Background: an optimization exercise with open tools, aiming at small area, a short achievable clock period and few clock cycles per item. Do not read the settings as production practice.
Where RTL was checked, it was by simulation tests only, not by an equivalence proof against the original.
No functional check of the RTL was part of run 1.
Power figures rest on the tool's default switching activity, not on a simulated workload.

<file path="flow/design.v">
`default_nettype none
package cpu_pkg;
    typedef logic [32 - 1:0] word_t;
    typedef logic [$clog2(31 + 1) - 1:0] reg_index_t;  
    typedef logic [2 - 1:0] station_tag_t;
    typedef enum logic [3:0] {
        alu_add,
        alu_sub,
        alu_or,
        alu_and,
        alu_xor,
        alu_sll,
        alu_srl,
        alu_sra,
        alu_sltu,
        alu_slt
    } alu_op_t;
    typedef enum logic [1:0] {
        fetch_idle,     
        fetch_wait,
        fetch_held,
        fetch_discard   
    } fetch_state_t;
endpackage
`default_nettype wire
`timescale 1ns/1ns
`default_nettype none
module cpu_top (
    input  wire                 clock,
    input  wire                 reset,
    output logic                memory_enable,
    output cpu_pkg::word_t      memory_address,
    input  wire cpu_pkg::word_t memory_data_in,
    input  wire                 memory_ready,
    output logic                writeback_valid,
    output cpu_pkg::reg_index_t writeback_register,
    output cpu_pkg::word_t      writeback_value
);
    logic answer;
    logic discard;           
    logic d_valid;
    cpu_pkg::word_t d_ir;
    cpu_pkg::word_t d_pc;
    logic e_valid;
    logic e_write;
    logic e_branch;
    logic e_predict;
    logic e_sub;
    logic e_arith;
    logic [2:0] e_funct3;
    cpu_pkg::reg_index_t e_rd;
    cpu_pkg::word_t e_value_1;
    cpu_pkg::word_t e_value_2;
    cpu_pkg::word_t e_other_pc;  
    cpu_pkg::word_t regs [1:31];
    assign answer = memory_enable && memory_ready;
    function automatic logic redirects(cpu_pkg::word_t w);
        redirects = w[6:0] == 7'b1101111
            || (w[6:0] == 7'b1100011 && (w[31] || w[14:12] == 3'b001));
    endfunction
    logic [6:0] d_opcode;
    logic [2:0] d_funct3;
    cpu_pkg::reg_index_t d_rs1;
    cpu_pkg::reg_index_t d_rs2;
    cpu_pkg::reg_index_t d_rd;
    logic d_op_imm;
    logic d_op;
    logic d_is_branch;
    logic d_is_jal;
    logic d_predict;
    logic d_redirect;
    logic d_write;
    cpu_pkg::word_t d_offset;
    cpu_pkg::word_t d_target;
    cpu_pkg::word_t d_next_pc;
    cpu_pkg::word_t d_read_1;
    cpu_pkg::word_t d_read_2;
    logic e_taken;
    logic mispredict;
    assign d_opcode = d_ir[6:0];
    assign d_funct3 = d_ir[14:12];
    assign d_rs1 = d_ir[19:15];
    assign d_rs2 = d_ir[24:20];
    assign d_rd = d_ir[11:7];
    assign d_op_imm = d_opcode == 7'b0010011;
    assign d_op = d_opcode == 7'b0110011;
    assign d_is_branch = d_opcode == 7'b1100011;
    assign d_is_jal = d_opcode == 7'b1101111;
    assign d_predict = d_is_branch && (d_ir[31] || d_funct3 == 3'b001);
    assign d_redirect = d_valid && (d_is_jal || d_predict) && !mispredict;
    assign d_write = (d_op_imm || d_op || d_is_jal) && d_rd != '0;
    assign d_offset = d_is_jal
        ? cpu_pkg::word_t'($signed({d_ir[31], d_ir[19:12], d_ir[20], d_ir[30:21], 1'b0}))
        : cpu_pkg::word_t'($signed({d_ir[31], d_ir[7], d_ir[30:25], d_ir[11:8], 1'b0}));
    assign d_target = d_pc + d_offset;
    assign d_next_pc = memory_address;  
    always_comb begin
        d_read_1 = '0;
        d_read_2 = '0;
        if (d_rs1 != '0) d_read_1 = regs[d_rs1];
        if (d_rs2 != '0) d_read_2 = regs[d_rs2];
        if (writeback_valid && writeback_register == d_rs1) d_read_1 = writeback_value;
        if (writeback_valid && writeback_register == d_rs2) d_read_2 = writeback_value;
    end
    cpu_pkg::word_t a;
    cpu_pkg::word_t b;
    logic [32:0] sum;
    logic less_signed;
    logic less_unsigned;
    logic equal;
    cpu_pkg::word_t shift_in;
    cpu_pkg::word_t shifted;
    cpu_pkg::word_t shift_out;
    cpu_pkg::word_t result;
    assign a = e_value_1;
    assign b = e_value_2;
    assign sum = {1'b0, a} + {1'b0, b ^ {32{e_sub}}} + 33'(e_sub);
    assign less_unsigned = !sum[32];
    assign less_signed = (a[31] != b[31]) ? a[31] : sum[31];
    assign equal = a == b;
    always_comb begin
        for (int i = 0; i < 32; i++) begin
            shift_in[i] = e_funct3[2] ? a[i] : a[31 - i];
        end
        shifted = cpu_pkg::word_t'($signed({e_arith && a[31], shift_in}) >>> b[4:0]);
        for (int i = 0; i < 32; i++) begin
            shift_out[i] = e_funct3[2] ? shifted[i] : shifted[31 - i];
        end
    end
    always_comb begin
        case (e_funct3)
            3'b000:  result = sum[31:0];
            3'b010:  result = cpu_pkg::word_t'(less_signed);
            3'b011:  result = cpu_pkg::word_t'(less_unsigned);
            3'b100:  result = a ^ b;
            3'b110:  result = a | b;
            3'b111:  result = a & b;
            default: result = shift_out;
        endcase
    end
    always_comb begin
        case (e_funct3)
            3'b000:  e_taken = equal;
            3'b001:  e_taken = !equal;
            3'b100:  e_taken = less_signed;
            3'b101:  e_taken = !less_signed;
            3'b110:  e_taken = less_unsigned;
            3'b111:  e_taken = !less_unsigned;
            default: e_taken = 1'b0;
        endcase
    end
    assign mispredict = e_valid && e_branch && e_taken != e_predict;
    always_ff @(posedge clock or posedge reset) begin
        if (reset) begin
            memory_enable <= 1'b1;
            memory_address <= '0;
            discard <= 1'b0;
            d_valid <= 1'b0;
            e_valid <= 1'b0;
            writeback_valid <= 1'b0;
        end else begin
            d_valid <= answer && !discard && !mispredict;
            if (mispredict) begin
                if (memory_enable && !memory_ready) begin
                    discard <= 1'b1;
                end else begin
                    memory_enable <= 1'b1;
                    memory_address <= e_other_pc;
                end
            end else if (discard) begin
                if (memory_ready) begin
                    discard <= 1'b0;
                    memory_address <= e_other_pc;
                end
            end else if (d_redirect) begin
                memory_enable <= 1'b1;
                memory_address <= d_target;
            end else if (answer) begin
                memory_enable <= !redirects(memory_data_in);
                memory_address <= memory_address + cpu_pkg::word_t'(4);
            end
            e_valid <= d_valid && !mispredict && (d_write || d_is_branch);
            writeback_valid <= e_valid && e_write;
        end
    end
    always_ff @(posedge clock) begin
        d_ir <= memory_data_in;
        d_pc <= memory_address;
        e_write <= d_write;
        e_branch <= d_is_branch;
        e_predict <= d_predict;
        e_sub <= d_is_branch || ((d_op || d_op_imm) && d_funct3[2:1] == 2'b01)
            || (d_op && d_funct3 == 3'b000 && d_ir[30]);
        e_arith <= d_ir[30] && d_funct3 == 3'b101;
        e_funct3 <= d_is_jal ? 3'b000 : d_funct3;
        e_rd <= d_rd;
        e_value_1 <= (e_valid && e_write && e_rd == d_rs1 && !d_is_jal) ? result
            : d_is_jal ? d_next_pc : d_read_1;
        e_value_2 <= (e_valid && e_write && e_rd == d_rs2 && !d_op_imm && !d_is_jal) ? result
            : d_is_jal ? '0 : d_op_imm ? cpu_pkg::word_t'($signed(d_ir[31:20])) : d_read_2;
        if (d_valid && !mispredict) begin
            e_other_pc <= d_predict ? d_next_pc : d_target;
        end
        writeback_register <= e_rd;
        writeback_value <= result;
        if (writeback_valid) begin
            regs[writeback_register] <= writeback_value;
        end
    end
endmodule
`default_nettype wire
</file>
<file path="flow/config.mk">
export PLATFORM = sky130hd
export DESIGN_NAME = cpu_top
export DESIGN_NICKNAME = cpu_top
export VERILOG_FILES = /design/flow/design.v
export SDC_FILE = /design/flow/constraint.sdc
export NUM_CORES = 4
export LEC_CHECK = 0
export CAP_MARGIN = 20
export CORE_MARGIN = 2
export CORE_UTILIZATION = 40
export SETUP_SLACK_MARGIN = 5
export SLEW_MARGIN = 20
</file>
<file path="flow/run.sh">
#!/bin/bash
# synth_recipe.tcl (not shown) runs the flow's synth.tcl, then flattens the netlist and writes it again
# the make line also repeats each setting of config.mk as NAME=value (left out here)
make -C /OpenROAD-flow-scripts/flow DESIGN_CONFIG=/design/flow/config.mk WORK_HOME=/design/flow/orfs CLKGATE_MAP_FILE= SYNTH_SCRIPT=/design/flow/synth_recipe.tcl finish
</file>
<file path="flow/constraint.sdc">
create_clock -name core_clock -period 11.0 [get_ports {clock}]
set_input_delay 2.2000 -clock core_clock [delete_from_list [all_inputs] [get_ports {clock}]]
set_output_delay 2.2000 -clock core_clock [all_outputs]
set_load 0.01 [all_outputs]
</file>
==> impl_metrics.yaml, run 1 <==
setup_path:
  crit_path_cell_trace: "buf_4, xor2_1, ha_1, a21oi_1, nand2_1, o22a_1, or4_1, o21ai_1, mux2i_1, a21oi_1, a31oi_2, and2_1, buf_4, a21oi_1, a221o_1"
  path_buf_inv: 2
  crit_top_cell: "a21oi_1"
  worstPathRequired_ns: 11.66
  r2r_slack_ns: 5.88
  path_depth: 15
  cp.arrival_ns: 5.78
  cp_top_family: "compound AO/OA/AOI/OAI gates"
  path_max_fanout: 32
  crit_type: "register to register"
  worstReg2RegEnd: "memory_address[24]"
  r2r_cells: 15
  critPathMaxStageDelay_ns: 0.48
  critPathSlowestCell: "buf_4"
  worstSetupEndpointType: "register"
  timing.rr.start: "e_sub"
  start_kind: "register"
timing:
  finClkSkew_ns: 0.0319
  setup_viol: 0
  finalCritPeriodShare_pct: 46.6
  worstMarginPinSlew_ns: 1.10
  setup_ws_ns: 5.88
  setup-tns-final_ns: 0
  holdWs_ns: 0.398
  fmax_mhz: 195
  finalHoldViolations: 0
  period_needed_ns: 5.12
  relSlewSlack_pct: 26.5
  drv_slew: 0
  rsz0062_at_grt: "no"
synthesis:
  synth.avg_cell_area_um2: 14.9
  syn-num-nets: 4412
  ys_ff_latch: 1239
  seq_area_frac_synth_pct: 55.8
  synth_common_cells: "edfxtp_1 (1024), mux4_2 (593), nand2_1 (302)"
  synth_area_leaders: "edfxtp_1 (49%), mux4_2 (21%), dfxtp_1 (5.6%), ha_1 (2.5%), mux2i_1 (2.5%)"
  ys_warn_count: 1
  ys_types: 88
  synth.most_common_cell: "edfxtp_1"
  async_reset_ff_share_pct: 2.99
  synth_edf_count: 1024
  netlist.top_cell.by_area: "edfxtp_1"
  synthFlopType: "edfxtp_1"
  synth_area_um2: 63200
  syn_inst: 4249
  synth_top_area_share_pct: 48.7
grt:
  grt_pass1_vias: 39700
  grt_max_degree: 123
  grt_pass1_wl_mm: 298
  grt_overflow: 0
  grt_use_total_pct: 25.9
  antenna_found_initial: 2
clock_network:
  cts_made_buffers: 139
  cts_resized: 0
  cts_sinks: 1239
  clock_tree.buffer_depth: 3
  cts_tree: "done"
  h-tree-depth: 4
  clk_pin_slew_worst_paths_ns: 0.06
  clock_latency_ns: 0.80
  cts_setup_buffers: 0
  ctsHoldBuffers: 0
  clock-root-buffer: "clkbuf_16"
worst_hold_path:
  hold_path_class: "register to register"
  holdCritStartpoint: "e_rd[0]"
  whs_path_depth: 0
  hold_end: "writeback_register[0]"
floorplan:
  num_rows: 145
  die_area_um2: 161000
  io_pins: 106
  start_util_pct: 40.3
  die_y_um: 401
  die_w_um: 401
  coreArea_um2: 157000
power:
  power_mw: 13.2
  seq_power_share_pct: 44.8
  power.density_nw_per_um2: 185
  p_leak_nw: 24.3
  switching_share_pct: 29.9
  p_clk_share_pct: 34.9
  p_int_mw: 9.25
  p_sw_mw: 3.95
  comb_power_share_pct: 20.3
  worst_ir_drop_vdd_v: 0.000130
finish:
  stdcell_count: 6478
  drive_gt1_share_pct: 23.2
  areaGrowthSynthToFinish_pct: 12.9
  final_area_um2: 71300
  fin_nets: 4470
  final_core_util_pct: 45.6
detailed_routing:
  routedWlPerCell_um: 32.5
  wl_mm: 211
  drc_errors: 0
  num_vias: 41100
  ant_nets: 0
  vias_per_cell: 6.34
  dr.pass1.iters: 6
  initialDrtViolationCount: 5190
job:
  max-cap-violations: 0
place:
  dpl.cell_count: 6224
  pre_cts_slack_ns: 6.00
  routabilityCongestion: 0.985
  dpl_cell_area_um2: 66900
  io_buffers: 105
  dp_hpwl_mm: 127
run_status:
  status: "finished clean"
cells by family (layout without fill, tap and decap cells):
logic type	after synthesis	in the layout	synth area share (%)
adder cells (fa/ha/maj)	128	128	2.56
AO/OA/AOI/OAI	762	762	7.67
other	0	1	0
multiplexers	777	777	24.1
buffers and inverters	425	595	2.61
XOR/XNOR	134	134	1.86
flip-flops	1239	1239	55.8
AND/OR/NAND/NOR	784	784	5.40
sequential cells by signal, indices dropped and copies added (netlist names), 3 cells and up:
register / count
e_value_2: 32
e_rd: 5
d_pc: 32
d_ir: 32
e_value_1: 32
e_other_pc: 32
memory_address: 32
e_funct3: 3
regs: 992
writeback_value: 32
writeback_register: 5
layer usage:
layer	routed length [um]	share of wire [%]	global-route usage, %
met1	85000	40	35.5
met5	22	0.010	0
met3	19500	9.3	5.46
met4	8730	4.1	10.5
met2	97300	46	40.1
power by group through the flow:
stage	clock network [mW]	logic, mW	registers (mW)
final	4.61	2.68	5.92
after global routing	4.85	2.89	5.94
after CTS	4.68	2.65	5.91
after detailed placement	0	2.63	6.01
after global placement	0	2.63	6.00
after floorplan	0	1.65	5.90
layout make-up:
cell class                      count  area [um2]
Antenna cell                        1        2.50
Clock buffer                      181        3740
Clock inverter                     72         719
Fill cell                       13600       85200
Inverter                          115         432
Multi-Input combinational cell   2585       26500
Sequential cell                  1239       35300
Tap cell                         2058        2570
Timing Repair Buffer              227        2040
cell usage in the layout, fill, tap and decap left out, types with 27 or more instances in the layout:
| master | count |
|---|---|
| buf_4 | 116 |
| dfrtp_1 | 36 |
| mux4_2 | 593 |
| edfxtp_1 | 1024 |
| o211ai_1 | 55 |
| a211oi_1 | 32 |
| a31oi_1 | 28 |
| nor2_4 | 31 |
| xnor2_1 | 59 |
| nand2_1 | 302 |
| nor2_1 | 261 |
| o21ai_0 | 160 |
| nand3_1 | 36 |
| mux2_2 | 27 |
| clkbuf_16 | 142 |
| clkdlybuf4s50_1 | 105 |
| a21o_1 | 36 |
| dfxtp_1 | 161 |
| a21oi_1 | 263 |
| clkinv_1 | 27 |
| xor2_1 | 75 |
| clkbuf_1 | 35 |
| ha_1 | 126 |
| inv_1 | 110 |
| mux2i_1 | 156 |
how the worst max path moves through the flow:
stage                      from                 end
final                     e_sub  memory_address[24]
after global routing      e_sub  memory_address[24]
after CTS                 e_sub  memory_address[24]
after detailed placement  e_sub  memory_address[24]
after global placement    e_sub  memory_address[31]
after floorplan           e_sub       e_other_pc[0]
worst register-to-register path, delay by kind of cell, from the launching register on:
kind	cells	cell delay, ns
buffers and inverters	2	0.84
flip-flops	1	0.31
adder cells (fa/ha/maj)	1	0.40
multiplexers	1	0.42
XOR/XNOR	1	0.19
AND/OR/NAND/NOR	3	0.90
AO/OA/AOI/OAI	7	1.95
==> run 2, diff against run 1 <==
--- a/flow/design.v
+++ b/flow/design.v
@@ -39,4 +39,6 @@
     logic answer;
     logic discard;           
+    cpu_pkg::word_t discard_pc;  
+    logic fetch_stop;        
     logic d_valid;
     cpu_pkg::word_t d_ir;
@@ -50,4 +52,6 @@
     logic [2:0] e_funct3;
     cpu_pkg::reg_index_t e_rd;
+    logic e_forward_1;
+    logic e_forward_2;
     cpu_pkg::word_t e_value_1;
     cpu_pkg::word_t e_value_2;
@@ -94,5 +98,5 @@
         : cpu_pkg::word_t'($signed({d_ir[31], d_ir[7], d_ir[30:25], d_ir[11:8], 1'b0}));
     assign d_target = d_pc + d_offset;
-    assign d_next_pc = memory_address;  
+    assign d_next_pc = d_pc + cpu_pkg::word_t'(4);
     always_comb begin
         d_read_1 = '0;
@@ -113,6 +117,6 @@
     cpu_pkg::word_t shift_out;
     cpu_pkg::word_t result;
-    assign a = e_value_1;
-    assign b = e_value_2;
+    assign a = e_forward_1 ? writeback_value : e_value_1;
+    assign b = e_forward_2 ? writeback_value : e_value_2;
     assign sum = {1'b0, a} + {1'b0, b ^ {32{e_sub}}} + 33'(e_sub);
     assign less_unsigned = !sum[32];
@@ -171,5 +175,5 @@
                 if (memory_ready) begin
                     discard <= 1'b0;
-                    memory_address <= e_other_pc;
+                    memory_address <= discard_pc;
                 end
             end else if (d_redirect) begin
@@ -185,4 +189,7 @@
     end
     always_ff @(posedge clock) begin
+        if (mispredict) begin
+            discard_pc <= e_other_pc;
+        end
         d_ir <= memory_data_in;
         d_pc <= memory_address;
@@ -195,11 +202,10 @@
         e_funct3 <= d_is_jal ? 3'b000 : d_funct3;
         e_rd <= d_rd;
-        e_value_1 <= (e_valid && e_write && e_rd == d_rs1 && !d_is_jal) ? result
-            : d_is_jal ? d_next_pc : d_read_1;
-        e_value_2 <= (e_valid && e_write && e_rd == d_rs2 && !d_op_imm && !d_is_jal) ? result
-            : d_is_jal ? '0 : d_op_imm ? cpu_pkg::word_t'($signed(d_ir[31:20])) : d_read_2;
-        if (d_valid && !mispredict) begin
-            e_other_pc <= d_predict ? d_next_pc : d_target;
-        end
+        e_forward_1 <= e_valid && e_write && e_rd == d_rs1 && !d_is_jal;
+        e_forward_2 <= e_valid && e_write && e_rd == d_rs2 && !d_op_imm && !d_is_jal;
+        e_value_1 <= d_is_jal ? d_next_pc : d_read_1;
+        e_value_2 <= d_is_jal ? '0 : d_op_imm
+            ? cpu_pkg::word_t'($signed(d_ir[31:20])) : d_read_2;
+        e_other_pc <= d_predict ? d_next_pc : d_target;
         writeback_register <= e_rd;
         writeback_value <= result;
--- a/flow/config.mk
+++ b/flow/config.mk
@@ -9,4 +9,3 @@
 export CORE_MARGIN = 2
 export CORE_UTILIZATION = 40
-export SETUP_SLACK_MARGIN = 5
 export SLEW_MARGIN = 20
==> run 2 against run 1 <==
Compared with the run above:
- still clean
- non-clock buffer count increased by 16
- routed wire length increased by 3.9%
- clock power about the same
- sequential power decreased by 1%
- critical path type unchanged
==> impl_metrics.yaml, run 2 <==
run_status:
  status: "finished clean"
place:
  dp_hpwl_mm: 135
  routabilityCongestion: 0.961
  io_buffers: 105
floorplan:
  start_util_pct: 40.3
  die_area_um2: 166000
  num_rows: 147
  die_w_um: 407
  die_y_um: 407
  io_pins: 106
  coreArea_um2: 161000
clock_network:
  h-tree-depth: 4
  cts_setup_buffers: 0
  cts_made_buffers: 139
  clock_latency_ns: 0.78
  cts_sinks: 1273
  clock-root-buffer: "clkbuf_16"
  ctsHoldBuffers: 0
  cts_resized: 0
  cts_tree: "done"
  clk_pin_slew_worst_paths_ns: 0.06
  clock_tree.buffer_depth: 3
finish:
  fill_cells: 14000
  largest_reg_flops: 992
  drive_gt1_share_pct: 22.7
  areaGrowthSynthToFinish_pct: 12.9
  fin_nets: 4669
  layout_common_cells: "edfxtp_1 (1024), mux4_2 (578), nand2_1 (337)"
  layout_commonest_cell: "edfxtp_1"
  regMostFlops: "regs"
timing:
  finalCritPeriodShare_pct: 60.7
  period_needed_ns: 6.67
  finalHoldViolations: 0
  setup_viol: 0
  setup-tns-final_ns: 0
  drv_slew: 0
  rsz0062_at_grt: "no"
  fmax_mhz: 150
  finClkSkew_ns: 0.0347
  holdWs_ns: 0.394
  worstMarginPinSlew_ns: 1.13
  relSlewSlack_pct: 24.1
synthesis:
  ys_ff_latch: 1273
  synth_common_cells: "edfxtp_1 (1024), mux4_2 (578), nand2_1 (337)"
  synth_top_area_share_pct: 47.4
  seq_area_frac_synth_pct: 55.3
  synth_area_leaders: "edfxtp_1 (47%), mux4_2 (20%), dfxtp_1 (6.5%), mux2i_1 (3.3%), ha_1 (2.4%)"
  synthFlopType: "edfxtp_1"
  synth.most_common_cell: "edfxtp_1"
  netlist.top_cell.by_area: "edfxtp_1"
  ys_types: 85
  async_reset_ff_share_pct: 2.91
  syn-num-nets: 4598
  synth_edf_count: 1024
  syn_inst: 4434
  ys_warn_count: 1
  synth.avg_cell_area_um2: 14.6
  synth_area_um2: 64900
detailed_routing:
  ant_nets: 0
  num_vias: 42700
  initialDrtViolationCount: 5647
  drc_errors: 0
  wl_mm: 219
  routedWlPerCell_um: 32.3
  dr.pass1.iters: 6
  vias_per_cell: 6.31
grt:
  grt_use_total_pct: 26.3
  antenna_found_initial: 9
  grt_overflow: 0
  grt_pass1_vias: 41200
  grt_pass1_wl_mm: 309
  grt_max_degree: 88
setup_path:
  worstPathRequired_ns: 11.65
  cp.arrival_ns: 7.33
  start_kind: "register"
  crit_type: "register to register"
  r2r_cells: 19
  worstSetupEndpointType: "register"
  path_max_fanout: 53
  r2r_slack_ns: 4.33
  worstReg2RegEnd: "memory_address[27]"
  timing.rr.start: "e_forward_2"
power:
  p_leak_nw: 25.0
  worst_ir_drop_vdd_v: 0.000123
  power.density_nw_per_um2: 179
worst_hold_path:
  hold_path_class: "register to register"
  whs_path_depth: 0
  hold_end: "writeback_register[3]"
  holdCritStartpoint: "e_rd[3]"
job:
  max-cap-violations: 0
==> run 2: worst max path at each step <==
stage	startpoint	end	slack, ns	cells past startpoint
floorplan	e_forward_2	memory_address[10]	6.17	19
global placement	e_forward_2	memory_address[30]	4.47	19
detailed placement	e_forward_2	memory_address[28]	4.44	19
CTS	e_forward_2	memory_address[27]	4.38	19
global route	e_forward_2	memory_address[30]	3.95	19
finish	e_forward_2	memory_address[27]	4.33	19
==> run 2: final cells by class <==
class	count	area, um2	area share (%)
diodes	2	5.00	0.00683
clock buffers	173	3710	5.06
clock inverters	75	731	0.997
inverters	117	444	0.606
multi-input cells	2731	27600	37.7
flip-flops and latches	1273	36000	49.1
well taps	2160	2700	3.69
repair buffers	243	2140	2.92
==> run 2: worst max-delay path: stages, from the launching register on <==
cell and delay, ns:
dfxtp_2 0.31, buf_4 0.62, mux2i_2 0.27, buf_4 0.35, xnor2_1 0.19, inv_1 0.09
fa_1 0.42, nor2b_1 0.22, o21bai_1 0.21, a211oi_1 0.55, o31ai_2 0.21, mux2i_1 0.21
o2111a_1 0.27, a31oi_1 0.17, nor2_4 0.70, buf_4 0.40, inv_4 0.30, nor3_2 0.60
a31oi_1 0.17, o22a_1 0.22
==> run 2: where the power goes <==
| part | total (mW) | internal, mW | switching, mW | leakage [nW] |
|---|---|---|---|---|
| Sequential | 5.85 | 5.59 | 0.260 | 11.5 |
| Combinational | 2.65 | 0.995 | 1.66 | 11.3 |
| Clock | 4.62 | 2.60 | 2.01 | 2.16 |
==> run 2: layer usage <==
| layer | track usage [%] | routed length [um] |
|---|---|---|
| met3 | 4.95 | 20400 |
| met4 | 9.34 | 8110 |
| met1 | 37.1 | 89500 |
| met2 | 40.8 | 101000 |
| met5 | 0 | 0 |
==> run 2: through the flow <==
step | worst slack [ns] | instance area, um2 | instances | power (mW) | util (%)
2_1_floorplan | 6.17 | 64900 | 4434 | 7.47 | -
4_1_cts | 4.38 | 73300 | 6772 | 13.2 | 45.5
6_report | 4.33 | 73300 | 6774 | 13.1 | 45.6
5_1_grt | 3.95 | 73300 | 6772 | 13.6 | 45.5
3_3_place_gp | 4.47 | 68900 | 6523 | 8.55 | 42.8
3_5_place_dp | 4.44 | 68900 | 6524 | 8.56 | 42.8
==> run 2: logic make-up after synthesis <==
group                      Yosys count  share of synthesized area [%]
DFF                               1273                           55.3
and+or+nand+nor                    876                           6.01
muxes                              832                           24.1
AOI/OAI and AO/OA                  738                           7.38
buffers and inverters              430                           2.61
xor gates and xnor gates           156                           2.10
adders and majority gates          129                           2.51
Testbench counts of run 2, summed over its fixed seeds: cycles 67,168, instructions 30,937.

-- static timing again, ports no longer ideal --
Ports are ideal in the flow. The routed layouts listed here were re-timed in OpenROAD.
Step 1 (the two cells are an assumption about what drives the block):
set clk [get_ports {clock}]
set_driving_cell -lib_cell sky130_fd_sc_hd__clkbuf_16 $clk
set_driving_cell -lib_cell sky130_fd_sc_hd__buf_2 [delete_from_list [all_inputs] $clk]
Step 2, shift: input delay + t, output delay - t, t = (earliest + latest rising clock arrival at the registers) / 2. This alone moves slack from input paths to output paths.
Three values: ideal ports, drivers, drivers and shift; two values: the first two.
run | t (ns) | setup WS [ns] | worst setup path at the end | worst register clock-pin slew, ns | cell pins on the clock port's net
run 1 | 0.869 | 5.878 / 5.878 / 5.878 | register to register | 0.07 / 0.07 | 1
run 2 | 0.847 | 4.327 / 4.327 / 4.327 | register to register | 0.07 / 0.07 | 1
After both steps every run listed still meets setup and hold.
